From an optimization exercise on the open Yosys and OpenROAD flow, aimed at small area; shortcuts taken in it are not production practice. Where RTL was checked, it was by simulation tests only, not by an equivalence proof against the original. No functional check of the RTL was part of run 2. Power is estimated from default activity; no workload was simulated.

`design.v`:
```
package regfile_pkg;
    localparam int DEF_XLEN     = 32;
    localparam int DEF_NUM_REGS = 32;
    localparam int DEF_AW       = $clog2(DEF_NUM_REGS);
    localparam int MAX_READ   = 4;
    localparam int ADDR_MAX_W = 16;
    typedef logic [$clog2(MAX_READ)-1:0] rport_idx_t;
    function automatic logic addr_is_zero(
        input logic [ADDR_MAX_W-1:0] addr
    );
        addr_is_zero = (addr == '0);
    endfunction
endpackage
module regfile_read_port
#(
    parameter int XLEN     = regfile_pkg::DEF_XLEN,
    parameter int AW       = regfile_pkg::DEF_AW,
    parameter int FORWARD  = 1,
    parameter int ZERO_REG = 1
) (
    input  logic [AW-1:0]   rd_addr,
    input  logic [XLEN-1:0] rd_stored,
    input  logic            rd_busy,
    input  logic            fwd_en,
    input  logic [AW-1:0]   wb_addr,
    input  logic [XLEN-1:0] wb_data,
    output logic [XLEN-1:0] rd_data,
    output logic            rd_ready
);
    logic is_zero;
    logic fwd_hit;
    assign is_zero = (ZERO_REG != 0)
                   && regfile_pkg::addr_is_zero(regfile_pkg::ADDR_MAX_W'(rd_addr));
    assign fwd_hit = (FORWARD != 0) && fwd_en
                   && (wb_addr == rd_addr) && !is_zero;
    always_comb begin
        rd_data  = rd_stored;
        rd_ready = ~rd_busy;
        unique case (1'b1)
            is_zero: begin
                rd_data  = '0;
                rd_ready = 1'b1;
            end
            fwd_hit: begin
                rd_data  = wb_data;
                rd_ready = 1'b1;
            end
            default: ;
        endcase
    end
endmodule
module regfile_scoreboard
#(
    parameter int XLEN     = regfile_pkg::DEF_XLEN,
    parameter int NUM_REGS = regfile_pkg::DEF_NUM_REGS,
    parameter int NUM_READ = 2,
    parameter int FORWARD  = 1,
    parameter int ZERO_REG = 1,
    localparam int AW      = $clog2(NUM_REGS)
) (
    input  logic                     clock,
    input  logic                     reset,
    input  logic [NUM_READ*AW-1:0]   rs_addr,
    output logic [NUM_READ*XLEN-1:0] rs_data,
    output logic [NUM_READ-1:0]      rs_ready,
    input  logic                     wb_en,
    input  logic [AW-1:0]            wb_addr,
    input  logic [XLEN-1:0]          wb_data,
    input  logic                     issue_en,
    input  logic [AW-1:0]            issue_addr,
    input  logic                     flush,
    output logic [NUM_REGS-1:0]      busy_vec
);
    localparam logic ZR = 1'(ZERO_REG != 0);
    logic [XLEN-1:0]     regs [NUM_REGS];
    logic [NUM_REGS-1:0] busy;
    logic [NUM_REGS-1:0] wb_mask;
    logic [NUM_REGS-1:0] iss_mask;
    logic                wb_blk;
    logic                iss_ok;
    logic                fwd_en;
    assign wb_blk = ZR && regfile_pkg::addr_is_zero(regfile_pkg::ADDR_MAX_W'(wb_addr));
    assign iss_ok = issue_en
                  && !(ZR && regfile_pkg::addr_is_zero(regfile_pkg::ADDR_MAX_W'(issue_addr)));
    assign fwd_en = wb_en & ~reset;
    always_comb begin
        wb_mask  = '0;
        iss_mask = '0;
        if (wb_en)
            wb_mask[wb_addr] = 1'b1;
        if (iss_ok)
            iss_mask[issue_addr] = 1'b1;
    end
    always_ff @(posedge clock or posedge reset) begin
        if (reset) begin
            for (int r = 0; r < NUM_REGS; r++)
                regs[r] <= '0;
        end else if (wb_en && !wb_blk) begin
            regs[wb_addr] <= wb_data;
        end
    end
    always_ff @(posedge clock or posedge reset) begin
        if (reset)
            busy <= '0;
        else if (flush)
            busy <= '0;
        else
            busy <= (busy & ~wb_mask) | iss_mask;
    end
    assign busy_vec = busy;
    for (genvar p = 0; p < NUM_READ; p++) begin : g_rd
        logic [AW-1:0] a;
        assign a = rs_addr[p*AW +: AW];
        regfile_read_port #(
            .XLEN     (XLEN),
            .AW       (AW),
            .FORWARD  (FORWARD),
            .ZERO_REG (ZERO_REG)
        ) u_port (
            .rd_addr   (a),
            .rd_stored (regs[a]),
            .rd_busy   (busy[a]),
            .fwd_en    (fwd_en),
            .wb_addr   (wb_addr),
            .wb_data   (wb_data),
            .rd_data   (rs_data[p*XLEN +: XLEN]),
            .rd_ready  (rs_ready[p])
        );
    end
endmodule
```
`run.sh`:
```
#!/bin/bash
# synth_recipe.tcl (not shown) runs the flow's synth.tcl, then flattens the netlist and writes it again
# the make line also repeats each setting of config.mk as NAME=value (left out here)
make -C /OpenROAD-flow-scripts/flow DESIGN_CONFIG=/design/flow/config.mk WORK_HOME=/design/flow/orfs CLKGATE_MAP_FILE= SYNTH_SCRIPT=/design/flow/synth_recipe.tcl finish
```
`constraint.sdc`:
```
create_clock -name core_clock -period 10.0 [get_ports {clock}]
set_input_delay 2.0000 -clock core_clock [delete_from_list [all_inputs] [get_ports {clock}]]
set_output_delay 2.0000 -clock core_clock [all_outputs]
set_load 0.01 [all_outputs]
```
`config.mk`:
```
export PLATFORM = sky130hd
export DESIGN_NAME = regfile_scoreboard
export DESIGN_NICKNAME = regfile_scoreboard
export VERILOG_FILES = /design/flow/design.v
export SDC_FILE = /design/flow/constraint.sdc
export NUM_CORES = 4
export LEC_CHECK = 0
export CAP_MARGIN = 20
export CORE_MARGIN = 2
export CORE_UTILIZATION = 30
export PLACE_DENSITY = 0.45
export SLEW_MARGIN = 20
```
==> summary.md, run 1 <==
| Metric | Value |
|---|---|
| Mean Syn Cell Area | 11.22 sq um |
| M1 GR Usage | 0.4350 |
| Dpl cells | 7,061 |
| Primary FF master, synth | dfrtp_1 |
| Leak | 28.01 nW |
| RSZ-0062 raised after global routing | no |
| Worst Path Arrival | 6.51 ns |
| Setup WS post-layout | 1.489 ns |
| First-pass DRT Iterations | 10 |
| Reg clk slew, reported paths | 0.06 ns |
| Global-route wire length before repair | 428,700 um |
| Utilization after layout | 0.3533 |
| Leading area contributor after synthesis | dfrtp_1 |
| Register area share after synthesis | 0.4741 |
| Tcrit/Tclk final | 0.8511 |
| Placed instance area | 58,830 sq um |
| Top cells by count, synth | dfrtp_1, mux2_2, a22oi_1 |
| Tot GR Track Use | 0.3379 |
| Synth Area in Compound Gates | 0.1422 |
| Vias after detailed routing | 50,343 |
| Proportion of synthesized area in mux cells | 0.2202 |
| Clock Tree Root | clkbuf_16 |
| Post-Synth Simple-Gate Area | 0.1185 |
| Post-Syn Area | 54,050 sq um |
| Critical Path Sink Type | output port |
| Slew Viols, Final | 0 |
| Post-Synth Adder-Cell Area | 0.002315 |
| Yosys warns | 4 |
| Worst-skew pair later-pin latency | 0.77 ns |
| Number of synthesized flops with an enable pin | 0 |
| Largest family of logic cells by synthesized area | multiplexers |
| M2 GR Usage | 0.4854 |
| DP HPWL | 195,300 um |
| Die width | 428.5 um |
| Async S/R FF share, synth | 1.000 |
| Setup Fix Bufs, Post-CTS | 0 |
| Worst Tran Pin Value | 1.275 ns |
| Drt via density | 6.883 |
| WL final | 321,500 um |
| Yosys cell types | 76 |
| DP Worst Slack | 1.786 ns |
| CP startpoint kind | input port |
| Post-synthesis instance total | 4,819 |
| Critical Path RT | 8.00 ns |
| Avg WL per Cell | 43.96 um |
| Count leader, synth | dfrtp_1 |
| Filler cell count | 17,762 |
| Synth Register Bits | 1,024 |
| Sink Count | 1,024 |
| Post-Layout Cell Count | 7,314 |
| Largest net degree at the start of global routing | 160 |
| Top-Level Pins | 155 |
| Met3 usage | 0.1116 |
| Vias in the first global route | 47,452 |
| Die Span Y | 428.5 um |
| Initial antenna violation count | 39 |
| Share of cells above drive strength 1 | 0.3279 |
| Routed Antenna Nets | 0 |
| Resized Gates After CTS | 0 |
| Row cnt | 155 |
| Min-Delay Path Class | flop to flop |
| Clk_skew | 0 ns |
| Final GP Congestion | 0.9728 |
| Slew HR | 0.1479 |
| Busiest grt layer | met2 |
| PD cells | 197.3 nW/um^2 |
| Final min period | 8.511 ns |
| Max-cap viol count | 0 |
| Net Count, Synth | 4,886 |
| Grt ovf | 0 |
| Highest clock rate | 0.1175 GHz |
| Peak supply drop | 0.1323 mV |
| Initial Util | 0.3023 |
| IO buf count | 154 |
| CTS Buffer Depth | 3 |
| DRC errors left | 0 |
| XOR/XNOR share of the synthesized area | 0.002917 |
| Nets | 4,897 |
| Iteration-0 DRC Markers | 9,372 |
| Area Overhead vs Synth | 16.88% |
| Core area | 178,800 sq um |
| Cts bufs inserted | 118 |
| Setup CP Type | input port to output port |
| Post-synth top area share | 0.4741 |
| Post-CTS Hold Buffers | 0 |
| Most area-consuming cells after synthesis | dfrtp_1, mux2_2, a22oi_1 |
| TritonCTS clock tree | built |
| Status | complete, no violations |
| Level count of the clock H-tree | 3 |
| Final-report hold violation count | 0 |
| Design Area, Final | 63,170 sq um |
| Final Setup Violations | 0 |
| Crit-path max FO | 18 |
| Die ar. | 183,600 sq um |
[registers in the layout, summed over array words and instances, names as in the netlist]
name / cells
regs: 992
busy: 32
[final timing paths]
check                      cells past startpoint  slack (ns)           to   startpoint
hold reg to reg                                1        0.51   regs[8][7]   regs[8][7]
setup reg to reg                               1        9.07  regs[17][3]  regs[17][3]
min in group asynchronous                      3        2.02  regs[6][26]        reset
hold / removal                                 1        0.51   regs[8][7]   regs[8][7]
max in group asynchronous                      5        5.62  regs[14][9]        reset
setup / recovery                              10        1.49   rs_data[1]   rs_addr[2]
[area by class of cell]
cell class / instances / area [sq um] / area share
clock buffers: 162 / 3432 / 0.05433
diodes: 34 / 85.08 / 0.001347
clock inverters: 53 / 758.2 / 0.01200
flip-flops and latches: 1024 / 25620 / 0.4056
repair buffers: 381 / 3341 / 0.05288
inverters: 14 / 56.30 / 0.0008913
multi-input cells: 3291 / 26930 / 0.4263
well taps: 2355 / 2947 / 0.04664
[power by group]
group | switching (mW) | total (mW) | internal, mW | leakage (nW)
clock network | 1.97 | 4.75 | 2.78 | 2.04
registers | 0.873 | 5.81 | 4.93 | 13.2
logic | 1.01 | 1.91 | 0.901 | 12.8
[routing by layer]
metal	part of all wire	routed length (um)
met5	0.00057	183
met4	0.076	24590
met3	0.12	39520
met2	0.41	132900
met1	0.39	124300
[critical path: stages]
cell and delay [ns]:
buf_2 0.40, buf_4 0.38, nand3b_1 0.45, nor2_4 1.08
buf_4 0.56, a22oi_1 0.23, nand4_1 0.13, nor4_1 0.08
o21ai_0 0.45, clkdlybuf4s50_1 0.65
[per-stage QoR]
step / hold slack (ns) / total power, mW / TNS, ns
after floorplan: 0.4794 / 6.628 / -7021.21
after global placement: 0.4912 / 7.643 / 0
after detailed placement: 0.4961 / 7.671 / 0
after CTS: 0.5100 / 12.39 / 0
after global routing: 0.5133 / 12.78 / 0
final: 0.5094 / 12.47 / 0
[placed cells by master, fill, tap and decap left out, drive strengths merged, types with 99 or more instances in the layout]
cell,instances
buf,250
clkbuf,162
a22oi,563
nand4,99
mux2,1002
and3,362
nand2,222
clkdlybuf4s50,131
dfrtp,1024
a2111oi,117
nand3,147
o21ai,169
[logic make-up after synthesis]
| group | Yosys count |
|---|---|
| xor gates and xnor gates | 18 |
| muxes | 1039 |
| adders and majority gates | 10 |
| and+or+nand+nor | 1147 |
| buffers and inverters | 504 |
| DFF | 1024 |
| AOI/OAI and AO/OA | 1077 |
==> run 2: changes to the inputs <==
==> design.v (replaced) <==
package regfile_pkg;
    localparam int DEF_XLEN     = 32;
    localparam int DEF_NUM_REGS = 32;
    localparam int DEF_AW       = $clog2(DEF_NUM_REGS);
endpackage
module regfile_read_port
#(
    parameter int XLEN     = regfile_pkg::DEF_XLEN,
    parameter int NUM_REGS = regfile_pkg::DEF_NUM_REGS
) (
    input  logic [NUM_REGS-1:1]          sel,
    input  logic [(NUM_REGS-1)*XLEN-1:0] stored,    
    input  logic                         fwd_hit,
    input  logic [XLEN-1:0]              wb_data,
    output logic [XLEN-1:0]              rd_data
);
    always_comb begin
        rd_data = {XLEN{fwd_hit}} & wb_data;
        for (int r = 1; r < NUM_REGS; r++)
            rd_data = rd_data | ({XLEN{sel[r]}} & stored[(r-1)*XLEN +: XLEN]);
    end
endmodule
module regfile_scoreboard
#(
    parameter int XLEN     = regfile_pkg::DEF_XLEN,
    parameter int NUM_REGS = regfile_pkg::DEF_NUM_REGS,
    localparam int NUM_READ = 2,
    localparam int AW       = $clog2(NUM_REGS)
) (
    input  logic                     clock,
    input  logic                     reset,
    input  logic [NUM_READ*AW-1:0]   rs_addr,
    output logic [NUM_READ*XLEN-1:0] rs_data,
    output logic [NUM_READ-1:0]      rs_ready,
    input  logic                     wb_en,
    input  logic [AW-1:0]            wb_addr,
    input  logic [XLEN-1:0]          wb_data,
    input  logic                     issue_en,
    input  logic [AW-1:0]            issue_addr,
    input  logic                     flush,
    output logic [NUM_REGS-1:0]      busy_vec
);
    logic [(NUM_REGS-1)*XLEN-1:0] regs;    
    logic [NUM_REGS-1:1]          valid;
    logic [NUM_REGS-1:1]          busy;
    logic [NUM_REGS-1:1]          wdec;
    logic [NUM_REGS-1:1]          idec;
    always_comb begin
        for (int r = 1; r < NUM_REGS; r++) begin
            wdec[r] = wb_en && (wb_addr == AW'(r));
            idec[r] = issue_en && (issue_addr == AW'(r));
        end
    end
    always_ff @(posedge clock) begin
        for (int r = 1; r < NUM_REGS; r++)
            if (wdec[r])
                regs[(r-1)*XLEN +: XLEN] <= wb_data;
    end
    always_ff @(posedge clock or posedge reset) begin
        if (reset)
            valid <= '0;
        else
            valid <= valid | wdec;
    end
    always_ff @(posedge clock or posedge reset) begin
        if (reset)
            busy <= '0;
        else if (flush)
            busy <= '0;
        else
            busy <= (busy & ~wdec) | idec;
    end
    assign busy_vec = {busy, 1'b0};
    for (genvar p = 0; p < NUM_READ; p++) begin : g_rd
        logic [AW-1:0]       a;
        logic                fwd_hit;
        logic [NUM_REGS-1:1] sel;
        logic                bsy;
        assign a = rs_addr[p*AW +: AW];
        assign fwd_hit = wb_en && !reset && (wb_addr == a) && (a != '0);
        always_comb begin
            bsy = 1'b0;
            for (int r = 1; r < NUM_REGS; r++) begin
                sel[r] = (a == AW'(r)) && valid[r] && !fwd_hit;
                bsy    = bsy | ((a == AW'(r)) && busy[r]);
            end
        end
        assign rs_ready[p] = fwd_hit || !bsy;
        regfile_read_port #(
            .XLEN     (XLEN),
            .NUM_REGS (NUM_REGS)
        ) u_port (
            .sel     (sel),
            .stored  (regs),
            .fwd_hit (fwd_hit),
            .wb_data (wb_data),
            .rd_data (rs_data[p*XLEN +: XLEN])
        );
    end
endmodule
==> summary.md, run 2 <==
| Metric | Value |
|---|---|
| Worst Tran Pin Value | 1.165 ns (was 1.275 ns) |
| Most common cell after layout, fill and taps aside | edfxtp_1 (was dfrtp_1) |
| Die width | 403.3 um (was 428.5 um) |
| Crit-path max FO | 28 (was 18) |
| Synth Register Bits | 1,054 (was 1,024) |
| Post-Layout Cell Count | 6,053 (was 7,314) |
| Routed Antenna Nets | 0 (unchanged) |
| Clk_skew | 0 ns (unchanged) |
| Top cells by count, synth | edfxtp_1, nand2_1, a22oi_1 (was dfrtp_1, mux2_2, a22oi_1) |
| Sw frac | 0.2675 (was 0.3088) |
| Yosys cell types | 83 (was 76) |
| Largest registers | regs: 992 flops, busy: 31 flops, valid: 31 flops (was regs: 992 flops, busy: 32 flops) |
| Drt via density | 6.318 (was 6.883) |
| Slew Viols, Final | 0 (unchanged) |
| Setup TNS | 0 ns (unchanged) |
| Sequential group share of total power | 0.477 (was 0.466) |
| Comb pwr share | 0.113 (was 0.153) |
| Filler cell count | 15,302 (was 17,762) |
| Clk pwr share | 0.410 (was 0.381) |
| Mean Syn Cell Area | 12.68 sq um (was 11.22 sq um) |
| PD cells | 186.9 nW/um^2 (was 197.3 nW/um^2) |
| Total power | 10.47 mW (was 12.47 mW) |
| Min-Delay Path Class | flop to flop (unchanged) |
| CP bufs+invs | 4 (unchanged) |
| Final-report hold violation count | 0 (unchanged) |
| Setup Fix Bufs, Post-CTS | 0 (unchanged) |
| Top-Level Pins | 155 (unchanged) |
| Most flop-heavy register | regs (unchanged) |
| Slew HR | 0.2192 (was 0.1479) |
| Post-CTS Hold Buffers | 0 (unchanged) |
| Avg WL per Cell | 37.34 um (was 43.96 um) |
| Reg clk slew, reported paths | 0.07 ns (was 0.06 ns) |
| CP cell instances | clkdlybuf4s50_1, buf_4, nand4bb_4, buf_4, o22ai_1, a2111oi_0, a21oi_1, a2111oi_2, nand4_1, clkdlybuf4s50_1 (was buf_2, buf_4, nand3b_1, nor2_4, buf_4, a22oi_1, nand4_1, nor4_1, o21ai_0, clkdlybuf4s50_1) |
| Post-Syn Area | 47,820 sq um (was 54,050 sq um) |
| Number of synthesized flops with an enable pin | 992 (was 0) |
| Worst hold slack | 0.4906 ns (was 0.5094 ns) |
| Endpoint, Worst Hold | valid[19] (was regs[8][7]) |
| Initial antenna violation count | 9 (was 39) |
| Setup CP Type | input port to output port (unchanged) |
| Tot GR Track Use | 0.2699 (was 0.3379) |
| IO buf count | 153 (was 154) |
| Iteration-0 DRC Markers | 5,469 (was 9,372) |
| Net Count, Synth | 3,828 (was 4,886) |
| Async S/R FF share, synth | 0.05882 (was 1.000) |
| R2R depth | 2 (was 1) |
| Most area-consuming cells after synthesis | edfxtp_1, a22oi_1, dfrtp_1 (was dfrtp_1, mux2_2, a22oi_1) |
| Final min period | 9.011 ns (was 8.511 ns) |
| Slowest stage cell on the critical path | clkdlybuf4s50_1 (was nor2_4) |
| Status | complete, no violations (unchanged) |
| TritonCTS clock tree | built (unchanged) |
| Die Span Y | 403.3 um (was 428.5 um) |
| Reg2reg end | valid[13] (was regs[17][3]) |
| Peak supply drop | 0.1428 mV (was 0.1323 mV) |
| Level count of the clock H-tree | 3 (unchanged) |
| Grt ovf | 0 (unchanged) |
| Post-synthesis instance total | 3,771 (was 4,819) |
| First-pass DRT Iterations | 8 (was 10) |
| CTS Buffer Depth | 3 (unchanged) |
| Post-synth top area share | 0.6229 (was 0.4741) |
| Yosys warns | 2 (was 4) |
| Crit path max-delay family | buffers and inverters (unchanged) |
| Final GP Congestion | 0.9810 (was 0.9728) |
| Tcrit/Tclk final | 0.9011 (was 0.8511) |
| DRC errors left | 0 (unchanged) |
| Worst-skew pair later-pin latency | 0.72 ns (was 0.77 ns) |
| Largest net degree at the start of global routing | 62 (was 160) |
| Cts bufs inserted | 115 (was 118) |
| Worst Path Arrival | 7.01 ns (was 6.51 ns) |
| Register area share after synthesis | 0.6553 (was 0.4741) |
| Max reg flops | 992 (unchanged) |
| Die ar. | 162,600 sq um (was 183,600 sq um) |
| Worst hold stages | 1 (unchanged) |
| Reg2Reg Setup Slack | 8.27 ns (was 9.07 ns) |
| Critical Path RT | 8.00 ns (about the same) |
| Vias after detailed routing | 38,244 (was 50,343) |
| DP Worst Slack | 1.050 ns (was 1.786 ns) |
| Count leader, synth | edfxtp_1 (was dfrtp_1) |
| Clock Tree Root | clkbuf_16 (unchanged) |
| Sink Count | 1,054 (was 1,024) |
| Initial Util | 0.3020 (was 0.3023) |
| DP HPWL | 153,100 um (was 195,300 um) |
| Leading area contributor after synthesis | edfxtp_1 (was dfrtp_1) |
| Area Overhead vs Synth | 17.17% (was 16.88%) |
| Highest clock rate | 0.1110 GHz (was 0.1175 GHz) |
| Most frequent cells in the layout | edfxtp_1, nand2_1, a22oi_1 (was dfrtp_1, mux2_2, a22oi_1) |
| CP max stage delay | 0.87 ns (was 1.08 ns) |
| Final Setup Violations | 0 (unchanged) |
| Int Power | 7.671 mW (was 8.618 mW) |
| Global-route wire length before repair | 308,100 um (was 428,700 um) |
| Row cnt | 146 (was 155) |
| Vias in the first global route | 37,289 (was 47,452) |
| Setup WS post-layout | 0.9889 ns (was 1.489 ns) |
| Resized Gates After CTS | 0 (unchanged) |
| Leak | 17.29 nW (was 28.01 nW) |
| Share of cells above drive strength 1 | 0.1189 (was 0.3279) |
| NetSw | 2.802 mW (was 3.849 mW) |
| Max-cap viol count | 0 (unchanged) |
| Critical Path Sink Type | output port (unchanged) |
| Dpl cells | 5,836 (was 7,061) |
| Core area | 158,400 sq um (was 178,800 sq um) |
| Nets | 3,938 (was 4,897) |
| WL final | 226,000 um (was 321,500 um) |
| Hold path startpoint | valid[19] (was regs[8][7]) |
| R2R Path Start | valid[13] (was regs[17][3]) |
| Primary FF master, synth | edfxtp_1 (was dfrtp_1) |
| RSZ-0062 raised after global routing | no (unchanged) |
| CP startpoint kind | input port (unchanged) |
==> run 2: cell types whose count changed in the layout (fill, tap and decap cells not counted), sizes merged, moves of 141 or more <==
| cell | delta |
|---|---|
| a22oi | -227 |
| and3 | -290 |
| dfrtp | -962 |
| edfxtp | +992 |
| mux2 | -996 |
| nand2 | +141 |
==> run 2: cell type report <==
type | count | area, sq um | area share
inverter | 31 | 117.6 | 0.002099
tap | 2072 | 2592 | 0.04626
antenna | 3 | 7.507 | 0.0001340
clock inverter | 60 | 554.3 | 0.009891
clock buffer | 154 | 3148 | 0.05618
multi-input combinational | 2332 | 15260 | 0.2724
timing repair buffer | 347 | 3008 | 0.05368
sequential | 1054 | 31350 | 0.5594
==> run 2: worst max-delay path by stage <==
stage / end / from / depth (start not counted)
after floorplan: rs_data[37] / reset / 8
after global placement: rs_data[33] / rs_addr[5] / 10
after detailed placement: rs_data[58] / rs_addr[6] / 10
after CTS: rs_data[58] / rs_addr[6] / 10
after global routing: rs_data[58] / rs_addr[6] / 10
final: rs_data[58] / rs_addr[6] / 10
==> run 2: cell families (layout without fill, tap and decap cells) <==
group,count (synthesis),count (layout),share of synthesized area
muxes,20,20,0.005128
buffers and inverters,385,592,0.03385
and+or+nand+nor,1044,1044,0.1123
xor gates and xnor gates,8,8,0.001465
DFF,1054,1054,0.6553
other,1,4,0.00007841
AOI/OAI and AO/OA,1259,1259,0.1918
==> run 2: worst reg2reg max path, cell delays in order, from the launching register on <==
cell	delay, ns
dfrtp_2	0.76
buf_4	0.68
nand2b_1	0.21
==> run 2: power groups by stage <==
stage	registers (mW)	logic (mW)	clock network, mW
after floorplan	5.03	0.544	0
after global placement	5.08	1.16	0
after detailed placement	5.08	1.16	0
after CTS	4.99	1.16	4.33
after global routing	5.00	1.23	4.51
final	5.00	1.19	4.29
==> run 2: per-stage QoR <==
stage                     utilization  instance area, sq um
after floorplan                     -                 47820
after global placement         0.3302                 52300
after detailed placement       0.3303                 52320
after CTS                      0.3537                 56020
after global routing           0.3538                 56030
final                          0.3538                 56040
==> run 2: per-layer routing <==
layer / global-route usage / up-vias / wire, um
li1: - / 15657 / -
met1: 0.3486 / 19740 / 88980
met2: 0.4377 / 2382 / 105500
met3: 0.04138 / 463 / 17990
met4: 0.1417 / 2 / 13520
met5: 0 / - / 15
==> run 3: changes to the inputs <==
--- a/design.v
+++ b/design.v
@@ -5,2 +5,46 @@
 endpackage
+module regfile_aoi3 (
+    input  logic [2:0] s,
+    input  logic [2:0] d,
+    output logic       y
+);
+    assign y = ~|(s & d);
+endmodule
+module regfile_aoi2 (
+    input  logic [1:0] s,
+    input  logic [1:0] d,
+    output logic       y
+);
+    assign y = ~|(s & d);
+endmodule
+module regfile_join #(
+    parameter int N = 11
+) (
+    input  logic [N-1:0] y,
+    output logic         o
+);
+    assign o = ~&y;
+endmodule
+module regfile_read_bit #(
+    parameter int N = 32
+) (
+    input  logic [N-1:0] sel,
+    input  logic [N-1:0] d,
+    output logic         o
+);
+    localparam int G3 = N / 3;
+    localparam int R  = N % 3;
+    localparam int NG = G3 + (R != 0 ? 1 : 0);
+    logic [NG-1:0] y;
+    for (genvar g = 0; g < G3; g++) begin : g_aoi3
+        regfile_aoi3 u_aoi (.s(sel[3*g +: 3]), .d(d[3*g +: 3]), .y(y[g]));
+    end
+    if (R == 2) begin : g_aoi2
+        regfile_aoi2 u_aoi (.s(sel[3*G3 +: 2]), .d(d[3*G3 +: 2]), .y(y[G3]));
+    end
+    if (R == 1) begin : g_nand
+        assign y[G3] = ~(sel[3*G3] & d[3*G3]);
+    end
+    regfile_join #(.N(NG)) u_join (.y(y), .o(o));
+endmodule
 module regfile_read_port
@@ -16,6 +60,13 @@
 );
-    always_comb begin
-        rd_data = {XLEN{fwd_hit}} & wb_data;
-        for (int r = 1; r < NUM_REGS; r++)
-            rd_data = rd_data | ({XLEN{sel[r]}} & stored[(r-1)*XLEN +: XLEN]);
+    for (genvar b = 0; b < XLEN; b++) begin : g_bit
+        logic [NUM_REGS-1:0] d;
+        assign d[0] = wb_data[b];
+        for (genvar r = 1; r < NUM_REGS; r++) begin : g_reg
+            assign d[r] = stored[(r-1)*XLEN + b];
+        end
+        regfile_read_bit #(.N(NUM_REGS)) u_bit (
+            .sel ({sel, fwd_hit}),
+            .d   (d),
+            .o   (rd_data[b])
+        );
     end
--- a/config.mk
+++ b/config.mk
@@ -10,3 +10,5 @@
 export CORE_UTILIZATION = 30
+export CTS_BUF_LIST = sky130_fd_sc_hd__clkbuf_4 sky130_fd_sc_hd__clkbuf_8
 export PLACE_DENSITY = 0.45
 export SLEW_MARGIN = 20
+export SYNTH_HIERARCHICAL = 1
==> summary.md, run 3 <==
| Metric | Value |
|---|---|
| Status | complete, no violations (unchanged) |
| R2R depth | 2 (unchanged) |
| Endpoint, Worst Hold | valid[17] (was valid[19]) |
| Register area share after synthesis | 0.7336 (was 0.6553) |
| Clock Tree Root | clkbuf_8 (was clkbuf_16) |
| Min-Delay Path Class | flop to flop (unchanged) |
| Global-route wire length before repair | 256,600 um (was 308,100 um) |
| CTS Buffer Depth | 3 (unchanged) |
| Count leader, synth | edfxtp_1 (unchanged) |
| Slew Viols, Final | 0 (unchanged) |
| Largest net degree at the start of global routing | 63 (was 62) |
| Sink Count | 1,054 (unchanged) |
| Die width | 381.4 um (was 403.3 um) |
| Final GP Congestion | 0.8810 (was 0.9810) |
| Clk_skew | 0 ns (unchanged) |
| Level count of the clock H-tree | 4 (was 3) |
| CP cell instances | clkdlybuf4s50_1, xnor2_1, nand3_1, o31a_1, and2_1, and3_2, buf_4, a222oi_1, nand4_1, or3_1, clkdlybuf4s50_1 (was clkdlybuf4s50_1, buf_4, nand4bb_4, buf_4, o22ai_1, a2111oi_0, a21oi_1, a2111oi_2, nand4_1, clkdlybuf4s50_1) |
| Final-report hold violation count | 0 (unchanged) |
| Yosys cell types | 57 (was 83) |
| Sequential group share of total power | 0.523 (was 0.477) |
| Max reg flops | 992 (unchanged) |
| DRC errors left | 0 (unchanged) |
| TritonCTS clock tree | built (unchanged) |
| Tot GR Track Use | 0.2514 (was 0.2699) |
| Critical Path Sink Type | output port (unchanged) |
| IO buf count | 153 (unchanged) |
| Routed Antenna Nets | 0 (unchanged) |
| Setup CP Type | input port to output port (unchanged) |
| Most common cell after layout, fill and taps aside | edfxtp_1 (unchanged) |
| Row cnt | 138 (was 146) |
| Area Overhead vs Synth | 19.16% (was 17.17%) |
| Mean Syn Cell Area | 17.29 sq um (was 12.68 sq um) |
| Crit path max-delay family | buffers and inverters (unchanged) |
| Synth Register Bits | 1,054 (unchanged) |
| Critical Path RT | 8.00 ns (about the same) |
| Nets | 2,931 (was 3,938) |
| Tcrit/Tclk final | 0.8980 (was 0.9011) |
| Clk pwr share | 0.407 (was 0.410) |
| Reg2Reg Setup Slack | 9.09 ns (was 8.27 ns) |
| Most frequent cells in the layout | edfxtp_1, a222oi_1, clkbuf_8 (was edfxtp_1, nand2_1, a22oi_1) |
| PD cells | 186.4 nW/um^2 (was 186.9 nW/um^2) |
| Resized Gates After CTS | 0 (unchanged) |
| Initial Util | 0.3021 (was 0.3020) |
| Post-Syn Area | 42,720 sq um (was 47,820 sq um) |
| Die Span Y | 381.4 um (was 403.3 um) |
| Primary FF master, synth | edfxtp_1 (unchanged) |
| Initial antenna violation count | 15 (was 9) |
| Setup Fix Bufs, Post-CTS | 0 (unchanged) |
| Utilization after layout | 0.3600 (was 0.3538) |
| Net Count, Synth | 2,528 (was 3,828) |
| WL final | 190,700 um (was 226,000 um) |
| Highest clock rate | 0.1114 GHz (was 0.1110 GHz) |
| Sw frac | 0.2406 (was 0.2675) |
| Reg2reg end | busy[29] (was valid[13]) |
| Most area-consuming cells after synthesis | edfxtp_1, a222oi_1, dfrtp_1 (was edfxtp_1, a22oi_1, dfrtp_1) |
| Post-synthesis instance total | 2,471 (was 3,771) |
| Number of synthesized flops with an enable pin | 992 (unchanged) |
| Leading area contributor after synthesis | edfxtp_1 (unchanged) |
| CP startpoint kind | input port (unchanged) |
| Top-Level Pins | 155 (unchanged) |
| RSZ-0062 raised after global routing | no (unchanged) |
| Crit-path max FO | 19 (was 28) |
| Slowest stage cell on the critical path | clkdlybuf4s50_1 (unchanged) |
| Leak | 16.09 nW (was 17.29 nW) |
| Max-cap viol count | 0 (unchanged) |
| DP HPWL | 110,800 um (was 153,100 um) |
| R2R Path Start | busy[29] (was valid[13]) |
| Avg WL per Cell | 38.85 um (was 37.34 um) |
| Slew HR | 0.1926 (was 0.2192) |
| Hold path startpoint | valid[17] (was valid[19]) |
| Peak supply drop | 0.1099 mV (was 0.1428 mV) |
| Iteration-0 DRC Markers | 8,854 (was 5,469) |
| Worst Path Arrival | 6.98 ns (was 7.01 ns) |
| Yosys warns | 7 (was 2) |
| Int Power | 7.207 mW (was 7.671 mW) |
| Final Setup Violations | 0 (unchanged) |
| Die ar. | 145,400 sq um (was 162,600 sq um) |
| Vias in the first global route | 32,242 (was 37,289) |
| Most common cell on crit path | clkdlybuf4s50_1 |
| Core area | 141,400 sq um (was 158,400 sq um) |
| Largest registers | regs: 992 flops, busy: 31 flops, valid: 31 flops (unchanged) |
| Comb pwr share | 0.070 (was 0.113) |
| Post-CTS Hold Buffers | 0 (unchanged) |
| CP max stage delay | 1.02 ns (was 0.87 ns) |
| Setup TNS | 0 ns (unchanged) |
| First-pass DRT Iterations | 12 (was 8) |
| Grt ovf | 0 (unchanged) |
| NetSw | 2.283 mW (was 2.802 mW) |
| Worst Tran Pin Value | 1.211 ns (was 1.165 ns) |
| Final min period | 8.980 ns (was 9.011 ns) |
| Top cells by count, synth | edfxtp_1, a222oi_1, nand4_1 (was edfxtp_1, nand2_1, a22oi_1) |
| Reg clk slew, reported paths | 0.06 ns (was 0.07 ns) |
| Drt via density | 6.764 (was 6.318) |
| Worst hold stages | 1 (unchanged) |
| Async S/R FF share, synth | 0.05882 (unchanged) |
| Worst-skew pair later-pin latency | 0.88 ns (was 0.72 ns) |
| Vias after detailed routing | 33,210 (was 38,244) |
| Most flop-heavy register | regs (unchanged) |
| CP bufs+invs | 3 (was 4) |
| Share of cells above drive strength 1 | 0.1884 (was 0.1189) |
| Post-synth top area share | 0.6973 (was 0.6229) |
| Cts bufs inserted | 176 (was 115) |
-- run 3: worst reg2reg max path: cells and delay by family (launching register included) --
family	cells	cell delay (ns)
DFF	1	0.54
AOI/OAI and AO/OA	2	0.30
-- run 3: cell type report --
| cell class | count | area [sq um] |
|---|---|---|
| timing repair buffer | 255 | 2267 |
| clock buffer | 240 | 2947 |
| sequential | 1054 | 31340 |
| clock inverter | 79 | 529.3 |
| fill | 13306 | 90510 |
| inverter | 26 | 100.1 |
| antenna | 5 | 12.51 |
| tap | 1890 | 2365 |
| multi-input combinational | 1361 | 11340 |
-- run 3: how the worst max path moves through the flow --
stage	from	to	cells past startpoint
2_1_floorplan	rs_addr[0]	rs_data[0]	8
5_1_grt	rs_addr[7]	rs_data[54]	11
4_1_cts	rs_addr[7]	rs_data[38]	11
3_5_place_dp	rs_addr[7]	rs_data[38]	11
3_3_place_gp	rs_addr[7]	rs_data[48]	10
6_report	rs_addr[7]	rs_data[38]	11
-- run 3: power groups by stage --
stage	combinational, mW	clock (mW)	sequential, mW
after detailed placement	0.652	0	5.05
after global routing	0.685	4.11	4.97
after floorplan	0.253	0	5.03
after CTS	0.654	3.92	4.96
final	0.660	3.87	4.96
after global placement	0.646	0	5.05
-- run 3: metal layers --
metal / vias to the layer above / GRT usage / share of wire / routed length (um)
li1: 12721 / - / - / -
met1: 17049 / 0.3365 / 0.38 / 73280
met2: 2948 / 0.3809 / 0.44 / 84590
met3: 486 / 0.07191 / 0.13 / 24760
met4: 6 / 0.1063 / 0.042 / 8073
met5: - / 0 / 0.00018 / 34
-- run 3: stage by stage --
| stage | std cells | hold slack (ns) | power [mW] | area, sq um | worst slack [ns] |
|---|---|---|---|---|---|
| 5_1_grt | 4908 | 0.5090 | 9.756 | 50900 | 1.046 |
| 4_1_cts | 4903 | 0.4756 | 9.536 | 50890 | 1.160 |
| 3_5_place_dp | 4584 | 0.4607 | 5.703 | 47420 | 1.181 |
| 3_3_place_gp | 4582 | 0.4645 | 5.693 | 47390 | 1.037 |
| 2_1_floorplan | 2471 | 0.4403 | 5.283 | 42720 | 3.501 |
| 6_report | 4910 | 0.4731 | 9.491 | 50910 | 1.020 |
-- run 3: cell families after synthesis --
group / Yosys count / share of synthesized area
AOI/OAI and AO/OA: 794 / 0.1836
xor gates and xnor gates: 8 / 0.001992
buffers and inverters: 56 / 0.006033
DFF: 1054 / 0.7336
muxes: 9 / 0.002226
other: 1 / 0.00008778
and+or+nand+nor: 549 / 0.07246
-- run 3: Yosys stat by module, one instance, submodules excluded, excerpt --
module,cells inside,copies in the design
regfile_scoreboard,1511,1
regfile_aoi2,1,64
regfile_aoi3,1,640
==> run 4: changes to the inputs <==
--- a/config.mk
+++ b/config.mk
@@ -10,3 +10,2 @@
 export CORE_UTILIZATION = 30
-export CTS_BUF_LIST = sky130_fd_sc_hd__clkbuf_4 sky130_fd_sc_hd__clkbuf_8
 export PLACE_DENSITY = 0.45
==> summary.md, run 4 <==
| Metric | Value |
|---|---|
| Status | complete, no violations (unchanged) |
| Initial Util | 0.3021 (unchanged) |
| Setup TNS | 0 ns (unchanged) |
| Cts bufs inserted | 110 (was 176) |
| Mean Syn Cell Area | 17.29 sq um (unchanged) |
| Placed instance area | 47,420 sq um (unchanged) |
| Die width | 381.4 um (unchanged) |
| Top cells by count, synth | edfxtp_1, a222oi_1, nand4_1 (unchanged) |
| Reg clk slew, reported paths | 0.06 ns (about the same) |
| Routed Antenna Nets | 0 (unchanged) |
| Clk_skew | 0 ns (unchanged) |
| CP cell instances | clkdlybuf4s50_1, xnor2_1, nand3_1, o41a_1, and2_1, and3_2, buf_4, a222oi_1, nand3_1, or3_1, clkdlybuf4s50_1 (was clkdlybuf4s50_1, xnor2_1, nand3_1, o31a_1, and2_1, and3_2, buf_4, a222oi_1, nand4_1, or3_1, clkdlybuf4s50_1) |
| Setup Fix Bufs, Post-CTS | 0 (unchanged) |
| Number of synthesized flops with an enable pin | 992 (unchanged) |
| Count leader, synth | edfxtp_1 (unchanged) |
| Largest net degree at the start of global routing | 63 (unchanged) |
| Grt ovf | 0 (unchanged) |
| Leading area contributor after synthesis | edfxtp_1 (unchanged) |
| Most frequent cells in the layout | edfxtp_1, a222oi_1, clkdlybuf4s50_1 (was edfxtp_1, a222oi_1, clkbuf_8) |
| R2R Path Start | busy[26] (was busy[29]) |
| Endpoint, Worst Hold | valid[17] (unchanged) |
| CP max stage delay | 1.00 ns (was 1.02 ns) |
| Primary FF master, synth | edfxtp_1 (unchanged) |
| Yosys cell types | 57 (unchanged) |
| Design Area, Final | 50,990 sq um (was 50,910 sq um) |
| DRC errors left | 0 (unchanged) |
| Setup CP Type | input port to output port (unchanged) |
| Post-CTS Hold Buffers | 0 (unchanged) |
| Critical Path RT | 8.00 ns (about the same) |
| Min-Delay Path Class | flop to flop (unchanged) |
| Reg2Reg Setup Slack | 9.09 ns (about the same) |
| Max-cap viol count | 0 (unchanged) |
| Tcrit/Tclk final | 0.8971 (was 0.8980) |
| Avg WL per Cell | 39.43 um (was 38.85 um) |
| Peak supply drop | 0.1296 mV (was 0.1099 mV) |
| Die ar. | 145,400 sq um (unchanged) |
| Most area-consuming cells after synthesis | edfxtp_1, a222oi_1, dfrtp_1 (unchanged) |
| Register area share after synthesis | 0.7336 (unchanged) |
| CP startpoint kind | input port (unchanged) |
| Tot GR Track Use | 0.2483 (was 0.2514) |
| Area Overhead vs Synth | 19.37% (was 19.16%) |
| RSZ-0062 raised after global routing | no (unchanged) |
| WL final | 188,900 um (was 190,700 um) |
| IO buf count | 153 (unchanged) |
| Top layer in use | met5 (unchanged) |
| Slew Viols, Final | 0 (unchanged) |
| Met1 WL | 72,450 um (was 73,280 um) |
| R2R depth | 2 (unchanged) |
| PD cells | 191.7 nW/um^2 (was 186.4 nW/um^2) |
| Clock Tree Root | clkbuf_16 (was clkbuf_8) |
| Resized Gates After CTS | 0 (unchanged) |
| Reg2reg end | busy[26] (was busy[29]) |
| Top-Level Pins | 155 (unchanged) |
| Hold path startpoint | valid[17] (unchanged) |
| Worst hold stages | 1 (unchanged) |
| Final-report hold violation count | 0 (unchanged) |
| Vias after detailed routing | 32,768 (was 33,210) |
| Core area | 141,400 sq um (unchanged) |
| Final Setup Violations | 0 (unchanged) |
| Post-synthesis instance total | 2,471 (unchanged) |
| Iteration-0 DRC Markers | 9,046 (was 8,854) |
| Global-route wire length before repair | 254,000 um (was 256,600 um) |
| Final GP Congestion | 0.8810 (unchanged) |
| Nets | 2,864 (was 2,931) |
| Synth Register Bits | 1,054 (unchanged) |
| Net Count, Synth | 2,528 (unchanged) |
| TritonCTS clock tree | built (unchanged) |
| Highest clock rate | 0.1115 GHz (was 0.1114 GHz) |
| Row cnt | 138 (unchanged) |
| DP HPWL | 110,800 um (unchanged) |
| Wire length on met3 | 24,720 um (was 24,760 um) |
| Largest registers | regs: 992 flops, busy: 31 flops, valid: 31 flops (unchanged) |
| Critical Path Sink Type | output port (unchanged) |
| Async S/R FF share, synth | 0.05882 (unchanged) |
| Crit path max-delay family | buffers and inverters (unchanged) |
| Sink Count | 1,054 (unchanged) |
| Drt via density | 6.841 (was 6.764) |
| Slowest stage cell on the critical path | clkdlybuf4s50_1 (unchanged) |
| Max reg flops | 992 (unchanged) |
| Leak | 16.01 nW (was 16.09 nW) |
| Most common cell after layout, fill and taps aside | edfxtp_1 (unchanged) |
| Yosys warns | 7 (unchanged) |
| Initial antenna violation count | 12 (was 15) |
| Post-synth top area share | 0.6973 (unchanged) |
| Wire length on met2 | 83,340 um (was 84,590 um) |
| Most flop-heavy register | regs (unchanged) |
| Level count of the clock H-tree | 3 (was 4) |
| Die Span Y | 381.4 um (unchanged) |
| Slew HR | 0.1564 (was 0.1926) |
| Vias in the first global route | 31,584 (was 32,242) |
| Share of cells above drive strength 1 | 0.1573 (was 0.1884) |
| Worst-skew pair later-pin latency | 0.71 ns (was 0.88 ns) |
| CP bufs+invs | 3 (unchanged) |
| CTS Buffer Depth | 3 (unchanged) |
| Crit-path max FO | 19 (unchanged) |
| Final min period | 8.971 ns (was 8.980 ns) |
| First-pass DRT Iterations | 13 (was 12) |
| Filler cell count | 13,225 (was 13,306) |
| Worst Path Arrival | 6.97 ns (was 6.98 ns) |
| Post-Syn Area | 42,720 sq um (unchanged) |
| Worst Tran Pin Value | 1.265 ns (was 1.211 ns) |
## run 4: cell counts after synthesis
Identical to the previous run, type by type.
## run 4: through the flow
stage	instances	hold WS [ns]	utilization	total power, mW	setup WS (ns)
3_5_place_dp	4584	0.4607	0.3353	5.703	1.181
2_1_floorplan	2471	0.4403	-	5.283	3.501
3_3_place_gp	4582	0.4645	0.3351	5.693	1.037
6_report	4790	0.4791	0.3606	9.774	1.029
5_1_grt	4789	0.5092	0.3606	10.00	1.048
4_1_cts	4788	0.4763	0.3607	9.809	1.158
## run 4: layout make-up
type | instances | area, sq um | share of cell area
multi-input cells | 1361 | 11340 | 0.2225
clock inverters | 66 | 681.9 | 0.01337
well taps | 1890 | 2365 | 0.04638
flip-flops and latches | 1054 | 31340 | 0.6146
repair buffers | 254 | 2247 | 0.04407
inverters | 26 | 100.1 | 0.001963
clock buffers | 138 | 2910 | 0.05707
diodes | 1 | 2.502 | 0.00004907
## run 4: worst max-delay path by stage
stage,startpoint,to,cells past startpoint,slack [ns]
CTS,rs_addr[7],rs_data[38],11,1.16
finish,rs_addr[7],rs_data[54],11,1.03
global route,rs_addr[7],rs_data[54],11,1.05
global placement,rs_addr[7],rs_data[48],10,1.04
floorplan,rs_addr[0],rs_data[0],8,3.50
detailed placement,rs_addr[7],rs_data[38],11,1.18
## run 4: kinds of logic after synthesis
logic type | Yosys count | share of synthesized area
buf+inv | 56 | 0.006033
mux | 9 | 0.002226
xor+xnor | 8 | 0.001992
other cells | 1 | 0.00008778
simple gates | 549 | 0.07246
compound gates | 794 | 0.1836
flops | 1054 | 0.7336
## run 4: worst reg2reg max path, stage by stage (launching register included)
cell     delay, ns
dfrtp_1       0.52
o21ai_0       0.14
a21oi_1       0.16
## run 4: metal layers
metal / track usage / vias up
met1: 0.3347 / 16869
li1: - / 12555
met5: 0 / -
met2: 0.3765 / 2873
met4: 0.1001 / 2
met3: 0.06996 / 469
## run 4: power breakdown
part           switching, mW  leakage (nW)  internal [mW]  total [mW]
logic                  0.425          4.53          0.234       0.659
clock network           1.78          1.76           2.37        4.15
registers             0.0536          9.72           4.91        4.96
## run 4: Yosys stat by module (local to each module, per instance), a selection
module,cells,times used,flops+latches,area [sq um]
regfile_aoi3,1,640,0,10.01
regfile_scoreboard,1511,1,1054,33990
regfile_aoi2,1,64,0,12.51
==> run 5: changes to the inputs <==
--- a/design.v
+++ b/design.v
@@ -12,11 +12,11 @@
 endmodule
-module regfile_aoi2 (
-    input  logic [1:0] s,
-    input  logic [1:0] d,
-    output logic       y
+module regfile_nand2 (
+    input  logic s,
+    input  logic d,
+    output logic y
 );
-    assign y = ~|(s & d);
+    assign y = ~(s & d);
 endmodule
 module regfile_join #(
-    parameter int N = 11
+    parameter int N = 12
 ) (
@@ -36,4 +36,3 @@
     localparam int R  = N % 3;
-    localparam int NG = G3 + (R != 0 ? 1 : 0);
-    logic [NG-1:0] y;
+    logic [G3+R-1:0] y;
     for (genvar g = 0; g < G3; g++) begin : g_aoi3
@@ -41,9 +40,6 @@
     end
-    if (R == 2) begin : g_aoi2
-        regfile_aoi2 u_aoi (.s(sel[3*G3 +: 2]), .d(d[3*G3 +: 2]), .y(y[G3]));
+    for (genvar k = 0; k < R; k++) begin : g_nand
+        regfile_nand2 u_nand (.s(sel[3*G3 + k]), .d(d[3*G3 + k]), .y(y[G3 + k]));
     end
-    if (R == 1) begin : g_nand
-        assign y[G3] = ~(sel[3*G3] & d[3*G3]);
-    end
-    regfile_join #(.N(NG)) u_join (.y(y), .o(o));
+    regfile_join #(.N(G3 + R)) u_join (.y(y), .o(o));
 endmodule
@@ -93,2 +89,4 @@
 );
+    localparam int NLO = 4;
+    localparam int NHI = NUM_REGS / NLO;
     logic [(NUM_REGS-1)*XLEN-1:0] regs;    
@@ -98,7 +96,15 @@
     logic [NUM_REGS-1:1]          idec;
-    always_comb begin
-        for (int r = 1; r < NUM_REGS; r++) begin
-            wdec[r] = wb_en && (wb_addr == AW'(r));
-            idec[r] = issue_en && (issue_addr == AW'(r));
-        end
+    logic [NLO-1:0]               wlo, ilo;
+    logic [NHI-1:0]               whi, ihi;
+    for (genvar l = 0; l < NLO; l++) begin : g_wilo
+        assign wlo[l] = wb_en && (wb_addr[1:0] == 2'(l));
+        assign ilo[l] = issue_en && !flush && (issue_addr[1:0] == 2'(l));
+    end
+    for (genvar h = 0; h < NHI; h++) begin : g_wihi
+        assign whi[h] = (wb_addr[AW-1:2] == (AW-2)'(h));
+        assign ihi[h] = (issue_addr[AW-1:2] == (AW-2)'(h));
+    end
+    for (genvar r = 1; r < NUM_REGS; r++) begin : g_wdec
+        assign wdec[r] = wlo[r % NLO] && whi[r / NLO];
+        assign idec[r] = ilo[r % NLO] && ihi[r / NLO];
     end
@@ -118,6 +124,4 @@
             busy <= '0;
-        else if (flush)
-            busy <= '0;
         else
-            busy <= (busy & ~wdec) | idec;
+            busy <= (busy & ~wdec & {(NUM_REGS-1){!flush}}) | idec;
     end
@@ -127,14 +131,31 @@
         logic                fwd_hit;
+        logic [NLO-1:0]      lo;
+        logic [NHI-1:0]      hi;
+        logic [NHI-1:0]      hi_nf;
+        logic [NHI-1:0]      bsy_hi;
         logic [NUM_REGS-1:1] sel;
-        logic                bsy;
         assign a = rs_addr[p*AW +: AW];
         assign fwd_hit = wb_en && !reset && (wb_addr == a) && (a != '0);
-        always_comb begin
-            bsy = 1'b0;
-            for (int r = 1; r < NUM_REGS; r++) begin
-                sel[r] = (a == AW'(r)) && valid[r] && !fwd_hit;
-                bsy    = bsy | ((a == AW'(r)) && busy[r]);
+        for (genvar l = 0; l < NLO; l++) begin : g_lo
+            assign lo[l] = (a[1:0] == 2'(l));
+        end
+        for (genvar h = 0; h < NHI; h++) begin : g_hi
+            assign hi[h]    = (a[AW-1:2] == (AW-2)'(h));
+            assign hi_nf[h] = hi[h] && !fwd_hit;
+        end
+        for (genvar r = 1; r < NUM_REGS; r++) begin : g_sel
+            assign sel[r] = lo[r % NLO] && hi_nf[r / NLO] && valid[r];
+        end
+        for (genvar h = 0; h < NHI; h++) begin : g_bsy
+            logic [NLO-1:0] b;
+            for (genvar l = 0; l < NLO; l++) begin : g_b
+                if (h * NLO + l == 0) begin : g_zero
+                    assign b[l] = 1'b0;
+                end else begin : g_reg
+                    assign b[l] = busy[h * NLO + l];
+                end
             end
+            assign bsy_hi[h] = hi[h] && |(lo & b);
         end
-        assign rs_ready[p] = fwd_hit || !bsy;
+        assign rs_ready[p] = fwd_hit || !(|bsy_hi);
         regfile_read_port #(
==> flow/run.sh (new file) <==
#!/bin/bash
# Layout flow: the standard ORFS flow, with two changes passed to ORFS
# through its own variables:
#  - ports are buffered with the smallest buffer (buf_1) instead of ORFS's pick,
#  - the clock tree uses clkbuf_16, larger sink clusters and no dummy loads.
# Each run's full output goes to flow_make.log in this folder; ORFS's per-step
# logs are under orfs/logs/.
set -euo pipefail
export BUFFER_PORTS_ARGS="-buffer_cell sky130_fd_sc_hd__buf_1"
export CTS_ARGS="-sink_clustering_enable -repair_clock_nets -dont_use_dummy_load -buf_list {sky130_fd_sc_hd__clkbuf_16} -sink_clustering_size 30 -sink_clustering_max_diameter 80"
bash standard.sh > flow_make.log 2>&1
==> standard.sh (new file) <==
#!/bin/bash
# synth_recipe.tcl (not shown) runs the flow's synth.tcl, then flattens the netlist and writes it again
# the make line also repeats each setting of config.mk as NAME=value (left out here)
make -C /OpenROAD-flow-scripts/flow DESIGN_CONFIG=/design/flow/config.mk WORK_HOME=/design/flow/orfs CLKGATE_MAP_FILE= SYNTH_SCRIPT=/design/flow/synth_recipe.tcl "${@:-finish}"
--- a/config.mk
+++ b/config.mk
@@ -7,3 +7,3 @@
 export LEC_CHECK = 0
-export CAP_MARGIN = 20
+export CAP_MARGIN = 5
 export CORE_MARGIN = 2
@@ -11,3 +11,3 @@
 export PLACE_DENSITY = 0.45
-export SLEW_MARGIN = 20
+export SLEW_MARGIN = 5
 export SYNTH_HIERARCHICAL = 1
removed: run.sh
==> summary.md, run 5 <==
| Metric | Value |
|---|---|
| Status | complete, no violations (unchanged) |
| Setup TNS | 0 ns (unchanged) |
| WL final | 193,200 um (was 188,900 um) |
| Number of synthesized flops with an enable pin | 992 (unchanged) |
| Slew Viols, Final | 0 (unchanged) |
| Clock Tree Root | clkbuf_16 (unchanged) |
| Post-CTS Hold Buffers | 0 (unchanged) |
| Sink Count | 1,054 (unchanged) |
| Core area | 139,400 sq um (was 141,400 sq um) |
| Final GP Congestion | 0.8938 (was 0.8810) |
| Level count of the clock H-tree | 2 (was 3) |
| Worst Tran Pin Value | 1.374 ns (was 1.265 ns) |
| Clk_skew | 0 ns (unchanged) |
| Global-route wire length before repair | 255,500 um (was 254,000 um) |
| First-pass DRT Iterations | 14 (was 13) |
| Row cnt | 137 (was 138) |
| Area of the multi-input gates | 10,820 sq um (was 11,340 sq um) |
| Routed Antenna Nets | 0 (unchanged) |
| Count leader, synth | edfxtp_1 (unchanged) |
| IO buf count | 153 (unchanged) |
| Final min period | 8.376 ns (was 8.971 ns) |
| Die Span Y | 378.6 um (was 381.4 um) |
| Tcrit/Tclk final | 0.8376 (was 0.8971) |
| Leading area contributor after synthesis | edfxtp_1 (unchanged) |
| Area Overhead vs Synth | 12.49% (was 19.37%) |
| Yosys warns | 7 (unchanged) |
| Vias in the first global route | 30,943 (was 31,584) |
| Mean Syn Cell Area | 17.42 sq um (was 17.29 sq um) |
| Die ar. | 143,300 sq um (was 145,400 sq um) |
| Nets | 2,771 (was 2,864) |
| DP Worst Slack | 1.886 ns (was 1.181 ns) |
| Setup Fix Bufs, Post-CTS | 0 (unchanged) |
| Crit-path max FO | 17 (was 19) |
| Most area-consuming cells after synthesis | edfxtp_1, a222oi_1, dfrtp_1 (unchanged) |
| Share of cells above drive strength 1 | 0.1165 (was 0.1573) |
| Final Setup Violations | 0 (unchanged) |
| Die width | 378.6 um (was 381.4 um) |
| Setup WS post-layout | 1.624 ns (was 1.029 ns) |
| Reg clk slew, reported paths | 0.09 ns (was 0.06 ns) |
| Net Count, Synth | 2,473 (was 2,528) |
| Leak | 14.23 nW (was 16.01 nW) |
| Max-cap viol count | 0 (unchanged) |
| Critical Path RT | 8.00 ns (about the same) |
| Max reg flops | 992 (unchanged) |
| Tot GR Track Use | 0.2597 (was 0.2483) |
| Peak supply drop | 0.1172 mV (was 0.1296 mV) |
| Slew HR | 0.08172 (was 0.1564) |
| Resized Gates After CTS | 0 (unchanged) |
| Setup CP Type | input port to output port (unchanged) |
| Initial antenna violation count | 25 (was 12) |
| Most common cell after layout, fill and taps aside | edfxtp_1 (unchanged) |
| Yosys cell types | 44 (was 57) |
| Most flop-heavy register | regs (unchanged) |
| PD cells | 164.5 nW/um^2 (was 191.7 nW/um^2) |
| Synth Register Bits | 1,054 (unchanged) |
| Largest registers | regs: 992 flops, busy: 31 flops, valid: 31 flops (unchanged) |
| CTS Buffer Depth | 3 (unchanged) |
| Post-synth top area share | 0.7077 (was 0.6973) |
| Vias after detailed routing | 32,312 (was 32,768) |
| Top cells by count, synth | edfxtp_1, a222oi_1, nand4_1 (unchanged) |
| Register area share after synthesis | 0.7445 (was 0.7336) |
| Cts bufs inserted | 49 (was 110) |
| Top-Level Pins | 155 (unchanged) |
| Filler cell count | 13,235 (was 13,225) |
| DP HPWL | 112,100 um (was 110,800 um) |
| Grt ovf | 0 (unchanged) |
| Storage element area | 31,340 sq um (unchanged) |
| Largest net degree at the start of global routing | 35 (was 63) |
| Post-synthesis instance total | 2,416 (was 2,471) |
| Avg WL per Cell | 42.05 um (was 39.43 um) |
| DRC errors left | 0 (unchanged) |
| Worst-skew pair later-pin latency | 0.68 ns (was 0.71 ns) |
| Worst Path Arrival | 6.38 ns (was 6.97 ns) |
| Highest clock rate | 0.1194 GHz (was 0.1115 GHz) |
| RSZ-0062 raised after global routing | no (unchanged) |
| Post-Syn Area | 42,090 sq um (was 42,720 sq um) |
| Iteration-0 DRC Markers | 9,403 (was 9,046) |
| Most frequent cells in the layout | edfxtp_1, a222oi_1, nand4_1 (was edfxtp_1, a222oi_1, clkdlybuf4s50_1) |
| Worst hold slack | 0.4990 ns (was 0.4791 ns) |
| Min-Delay Path Class | flop to flop (unchanged) |
| Async S/R FF share, synth | 0.05882 (unchanged) |
| Primary FF master, synth | edfxtp_1 (unchanged) |
| CP startpoint kind | input port (unchanged) |
| TritonCTS clock tree | built (unchanged) |
| Drt via density | 7.035 (was 6.841) |
| Critical Path Sink Type | output port (unchanged) |
| Initial Util | 0.3021 (about the same) |
| Final-report hold violation count | 0 (unchanged) |
-- run 5: worst paths after layout --
check / start / to / slack (ns) / depth (start not counted)
worst min-delay path: valid[11] / valid[11] / 0.50 / 1
worst min register to register: valid[11] / valid[11] / 0.50 / 1
max in group asynchronous: reset / valid[16] / 7.61 / 3
worst max register to register: busy[12] / busy[12] / 9.04 / 2
min in group asynchronous: reset / busy[8] / 1.42 / 2
worst max-delay path: rs_addr[5] / rs_data[50] / 1.62 / 10
-- run 5: critical path: stages --
cell and delay [ns]:
buf_1 0.67, xor2_1 0.22, nor2_1 0.12, a211oi_1 0.84
and3_2 1.02, buf_4 0.51, a222oi_1 0.15, nand4_1 0.23
or3_1 0.34, buf_1 0.21
-- run 5: layer usage --
metal / wire length [um] / vias to the layer above / part of all wire / track usage
met3: 30240 / 500 / 0.16 / 0.08722
met2: 81260 / 3156 / 0.42 / 0.3772
met5: 121 / - / 0.00063 / 0
met1: 72760 / 16499 / 0.38 / 0.3538
li1: - / 12143 / - / -
met4: 8775 / 14 / 0.045 / 0.1077
-- run 5: layout make-up --
type	instances	area share
Sequential cell	1054	0.6618
Multi-Input combinational cell	1299	0.2285
Tap cell	1876	0.04957
Timing Repair Buffer	271	0.03084
Clock buffer	49	0.02589
Inverter	39	0.003091
Antenna cell	5	0.0002642
-- run 5: cells by family (layout without fill, tap and decap cells) --
logic type	count (synthesis)	count (layout)	synth area share
flip-flops	1054	1054	0.7445
buffers and inverters	63	359	0.006004
multiplexers	16	16	0.007698
AND/OR/NAND/NOR	576	576	0.07597
other	1	6	0.00008909
XOR/XNOR	10	10	0.002081
AO/OA/AOI/OAI	696	696	0.1636
-- run 5: through the flow --
stage	instances	power, mW	util	area, sq um
finish	4593	7.787	0.3398	47350
global placement	4539	5.615	0.3309	46110
floorplan	2416	5.273	-	42090
global route	4588	7.972	0.3397	47340
detailed placement	4539	5.624	0.3309	46110
CTS	4588	7.786	0.3397	47340
-- run 5: per-module statistics from Yosys (local to each module, per instance), excerpt --
module	cells	times used	cell area, sq um	flops+latches
regfile_aoi3	1	640	10.01	0
regfile_nand2	1	128	3.754	0
regfile_scoreboard	1392	1	33610	1054
-- run 5: where the power goes --
part,leakage [nW],switching (mW),internal [mW]
clock network,0.604,1.37,0.877
logic,3.90,0.427,0.160
registers,9.72,0.0531,4.90
total,14.2,1.85,5.94
==> run 6: changes to the inputs <==
--- a/config.mk
+++ b/config.mk
@@ -10,2 +10,3 @@
 export CORE_UTILIZATION = 30
+export GPL_TIMING_DRIVEN = 0
 export PLACE_DENSITY = 0.45
==> summary.md, run 6 <==
| Metric | Value |
|---|---|
| Iteration-0 DRC Markers | 8,438 (was 9,403) |
| Slew Viols, Final | 0 (unchanged) |
| Top cells by count, synth | edfxtp_1, a222oi_1, nand4_1 (unchanged) |
| TritonCTS clock tree | built (unchanged) |
| Sw frac | 0.2329 (was 0.2376) |
| Post-CTS Hold Buffers | 0 (unchanged) |
| Die width | 378.6 um (unchanged) |
| Yosys warns | 7 (unchanged) |
| Crit-path max FO | 17 (unchanged) |
| Slowest stage cell on the critical path | a211oi_1 (was and3_2) |
| Most common cell after layout, fill and taps aside | edfxtp_1 (unchanged) |
| Peak supply drop | 0.09206 mV (was 0.1172 mV) |
| Core area | 139,400 sq um (unchanged) |
| Initial antenna violation count | 16 (was 25) |
| Row cnt | 137 (unchanged) |
| CP bufs+invs | 5 (was 3) |
| Post-synth top area share | 0.7077 (unchanged) |
| Status | complete, no violations (unchanged) |
| Design Area, Final | 49,140 sq um (was 47,350 sq um) |
| Final Setup Violations | 0 (unchanged) |
| Resized Gates After CTS | 0 (unchanged) |
| First-pass DRT Iterations | 13 (was 14) |
| Initial Util | 0.3021 (unchanged) |
| Number of synthesized flops with an enable pin | 992 (unchanged) |
| IO buf count | 142 (was 153) |
| Most frequent cells in the layout | edfxtp_1, a222oi_1, nand4_1 (unchanged) |
| Cts bufs inserted | 51 (was 49) |
| Drt via density | 6.959 (was 7.035) |
| Post-synthesis instance total | 2,416 (unchanged) |
| Tcrit/Tclk final | 0.7871 (was 0.8376) |
| Most area-consuming cells after synthesis | edfxtp_1, a222oi_1, dfrtp_1 (unchanged) |
| Die Span Y | 378.6 um (unchanged) |
| Reg clk slew, reported paths | 0.06 ns (was 0.09 ns) |
| Avg WL per Cell | 39.88 um (was 42.05 um) |
| Net Count, Synth | 2,473 (unchanged) |
| Vias after detailed routing | 32,087 (was 32,312) |
| Worst hold slack | 0.4816 ns (was 0.4990 ns) |
| Top-Level Pins | 155 (unchanged) |
| DP Worst Slack | 2.351 ns (was 1.886 ns) |
| Yosys cell types | 44 (unchanged) |
| RSZ-0062 raised after global routing | no (unchanged) |
| Comb pwr share | 0.076 (was 0.075) |
| CP max stage delay | 0.88 ns (was 1.02 ns) |
| Clk_skew | 0 ns (unchanged) |
| Primary FF master, synth | edfxtp_1 (unchanged) |
| Max-cap viol count | 0 (unchanged) |
| Share of cells above drive strength 1 | 0.1284 (was 0.1165) |
| Count leader, synth | edfxtp_1 (unchanged) |
| Leak | 14.78 nW (was 14.23 nW) |
| Area Overhead vs Synth | 16.75% (was 12.49%) |
| Mean Syn Cell Area | 17.42 sq um (unchanged) |
| Sequential group share of total power | 0.634 (was 0.636) |
| Max reg flops | 992 (unchanged) |
| CP cell instances | buf_1, clkbuf_1, inv_1, a211oi_1, and3_2, buf_12, nand2_1, nand4_1, or3_1, buf_1 (was buf_1, xor2_1, nor2_1, a211oi_1, and3_2, buf_4, a222oi_1, nand4_1, or3_1, buf_1) |
| Final GP Congestion | 0.8429 (was 0.8938) |
| Placed instance area | 47,810 sq um (was 46,110 sq um) |
| Setup CP Type | input port to output port (unchanged) |
| Post-Syn Area | 42,090 sq um (unchanged) |
| CTS Buffer Depth | 3 (unchanged) |
| Critical Path Sink Type | output port (unchanged) |
| Largest net degree at the start of global routing | 34 (was 35) |
| Highest clock rate | 0.1270 GHz (was 0.1194 GHz) |
| Largest registers | regs: 992 flops, busy: 31 flops, valid: 31 flops (unchanged) |
| DP HPWL | 124,400 um (was 112,100 um) |
| CP startpoint kind | input port (unchanged) |
| Worst Path Arrival | 5.87 ns (was 6.38 ns) |
| Synth Register Bits | 1,054 (unchanged) |
| Worst Tran Pin Value | 1.299 ns (was 1.374 ns) |
| Worst-skew pair later-pin latency | 0.65 ns (was 0.68 ns) |
| Setup Fix Bufs, Post-CTS | 0 (unchanged) |
| Nets | 2,792 (was 2,771) |
| Tot GR Track Use | 0.2474 (was 0.2597) |
| PD cells | 158.8 nW/um^2 (was 164.5 nW/um^2) |
| WL final | 183,900 um (was 193,200 um) |
| Sink Count | 1,054 (unchanged) |
| Routed Antenna Nets | 0 (unchanged) |
| Global-route wire length before repair | 246,700 um (was 255,500 um) |
| Clk pwr share | 0.290 (was 0.289) |
| Slew HR | 0.1341 (was 0.08172) |
| Most flop-heavy register | regs (unchanged) |
| Clock Tree Root | clkbuf_16 (unchanged) |
| Int Power | 5.986 mW (was 5.937 mW) |
| Level count of the clock H-tree | 2 (unchanged) |
| Critical Path RT | 8.00 ns (about the same) |
| Post-Layout Cell Count | 4,611 (was 4,593) |
| Vias in the first global route | 31,668 (was 30,943) |
| Die ar. | 143,300 sq um (unchanged) |
| DRC errors left | 0 (unchanged) |
| Final min period | 7.871 ns (was 8.376 ns) |
| Register area share after synthesis | 0.7445 (unchanged) |
| NetSw | 1.817 mW (was 1.851 mW) |
| Async S/R FF share, synth | 0.05882 (unchanged) |
| Most common cell on crit path | buf_1 (unchanged) |
| Final-report hold violation count | 0 (unchanged) |
| Min-Delay Path Class | flop to flop (unchanged) |
| Utilization after layout | 0.3526 (was 0.3398) |
| Setup WS post-layout | 2.129 ns (was 1.624 ns) |
| Leading area contributor after synthesis | edfxtp_1 (unchanged) |
| Crit path max-delay family | simple AND/OR/NAND/NOR gates (unchanged) |
| Grt ovf | 0 (unchanged) |
| Dpl cells | 4,555 (was 4,539) |
==> run 6: cell counts after synthesis <==
No cell type changed its count.
==> run 6: cell type report <==
class	instances	area, sq um
sequential	1054	31340
antenna	2	5.005
buffer	24	106.4
inverter	39	146.4
timing repair buffer	266	3102
clock buffer	51	1276
fill	13051	90220
tap	1876	2347
multi-input combinational	1299	10820
==> run 6: per-module statistics from Yosys, one instance, submodules excluded, excerpt <==
module              area (sq um)  flip-flops and latches  times used  cells
regfile_nand2              3.754                       0         128      1
regfile_scoreboard         33610                    1054           1   1392
regfile_aoi3               10.01                       0         640      1
==> run 6: power groups by stage <==
stage | Combinational, mW | Sequential, mW | Clock (mW)
after floorplan | 0.244 | 5.03 | 0
after global placement | 0.533 | 5.05 | 0
after detailed placement | 0.580 | 5.05 | 0
after CTS | 0.581 | 4.95 | 2.30
after global routing | 0.614 | 4.96 | 2.43
final | 0.592 | 4.95 | 2.26
==> run 6: final timing paths <==
path | startpoint | cells after the start | endpoint | slack [ns]
setup / recovery | rs_addr[6] | 10 | rs_data[59] | 2.13
hold / removal | valid[2] | 1 | valid[2] | 0.48
setup reg to reg | busy[7] | 2 | busy[7] | 9.06
hold reg to reg | valid[2] | 1 | valid[2] | 0.48
max in group asynchronous | reset | 3 | valid[28] | 7.89
min in group asynchronous | reset | 2 | valid[18] | 1.42
==> run 6: stage by stage <==
stage	total power, mW	TNS, ns
after global routing	8.002	0
after CTS	7.826	0
final	7.803	0
after global placement	5.578	-0.09501
after detailed placement	5.625	0
after floorplan	5.273	0
==> run 6: worst register-to-register path, cell delays in order, from the launching register on <==
cell and delay (ns):
dfrtp_1 0.41, inv_1 0.06, o32ai_1 0.34
==> run 6: metal layers <==
layer  vias up  GRT usage  routed length [um]
met5         -          0                  35
met4         6     0.1231                9535
met3       505    0.05736               25040
met2      2902     0.3719               79750
met1     16499     0.3348               69510
li1      12175          -                   -
==> run 6: cell families after synthesis <==
kind of cell           synth area share
AO/OA/AOI/OAI                    0.1636
XOR/XNOR                       0.002081
buffers and inverters          0.006004
flip-flops                       0.7445
multiplexers                   0.007698
other                        0.00008909
AND/OR/NAND/NOR                 0.07597

==> port drivers added, routing unchanged <==
The results above use ideal ports. As a check the final layouts listed here were re-extracted and re-timed, cells and wires unchanged.
Step 1: set_driving_cell puts a clkbuf_16 on clock and a buf_2 on each other input, an assumption about the parent block.
Step 2, shift: input delay + t, output delay - t, t = (earliest + latest rising clock arrival at the registers) / 2. This alone moves slack from input paths to output paths.
Three values: ideal, step 1, step 2; two values: the first two.
| run | shift t [ns] | slack for setup (ns) | worst hold slack (ns) | clock arrival spread, ns | worst register clock-pin slew, ns |
|---|---|---|---|---|---|
| run 1 | 0.859 | 1.489 / 1.465 / 1.465 | 0.509 / 0.509 / 0.509 | 0.063 / 0.063 | 0.07 / 0.07 |
| run 2 | 0.816 | 0.989 / 0.913 / 0.913 | 0.491 / 0.491 / 0.491 | 0.029 / 0.029 | 0.07 / 0.07 |
| run 3 | 0.968 | 1.020 / 0.991 / 0.991 | 0.473 / 0.473 / 0.473 | 0.046 / 0.047 | 0.07 / 0.07 |
| run 4 | 0.787 | 1.029 / 1.000 / 1.000 | 0.479 / 0.479 / 0.479 | 0.031 / 0.032 | 0.07 / 0.07 |
| run 5 | 0.759 | 1.624 / 1.597 / 1.597 | 0.499 / 0.499 / 0.499 | 0.070 / 0.070 | 0.12 / 0.12 |
| run 6 | 0.730 | 2.129 / 2.100 / 2.100 | 0.482 / 0.482 / 0.482 | 0.084 / 0.084 | 0.12 / 0.12 |
After both steps every run listed still meets setup and hold. For run 2, which loses most, drivers alone change the setup slack by -0.076 ns; drivers and shift together by -0.076 ns.
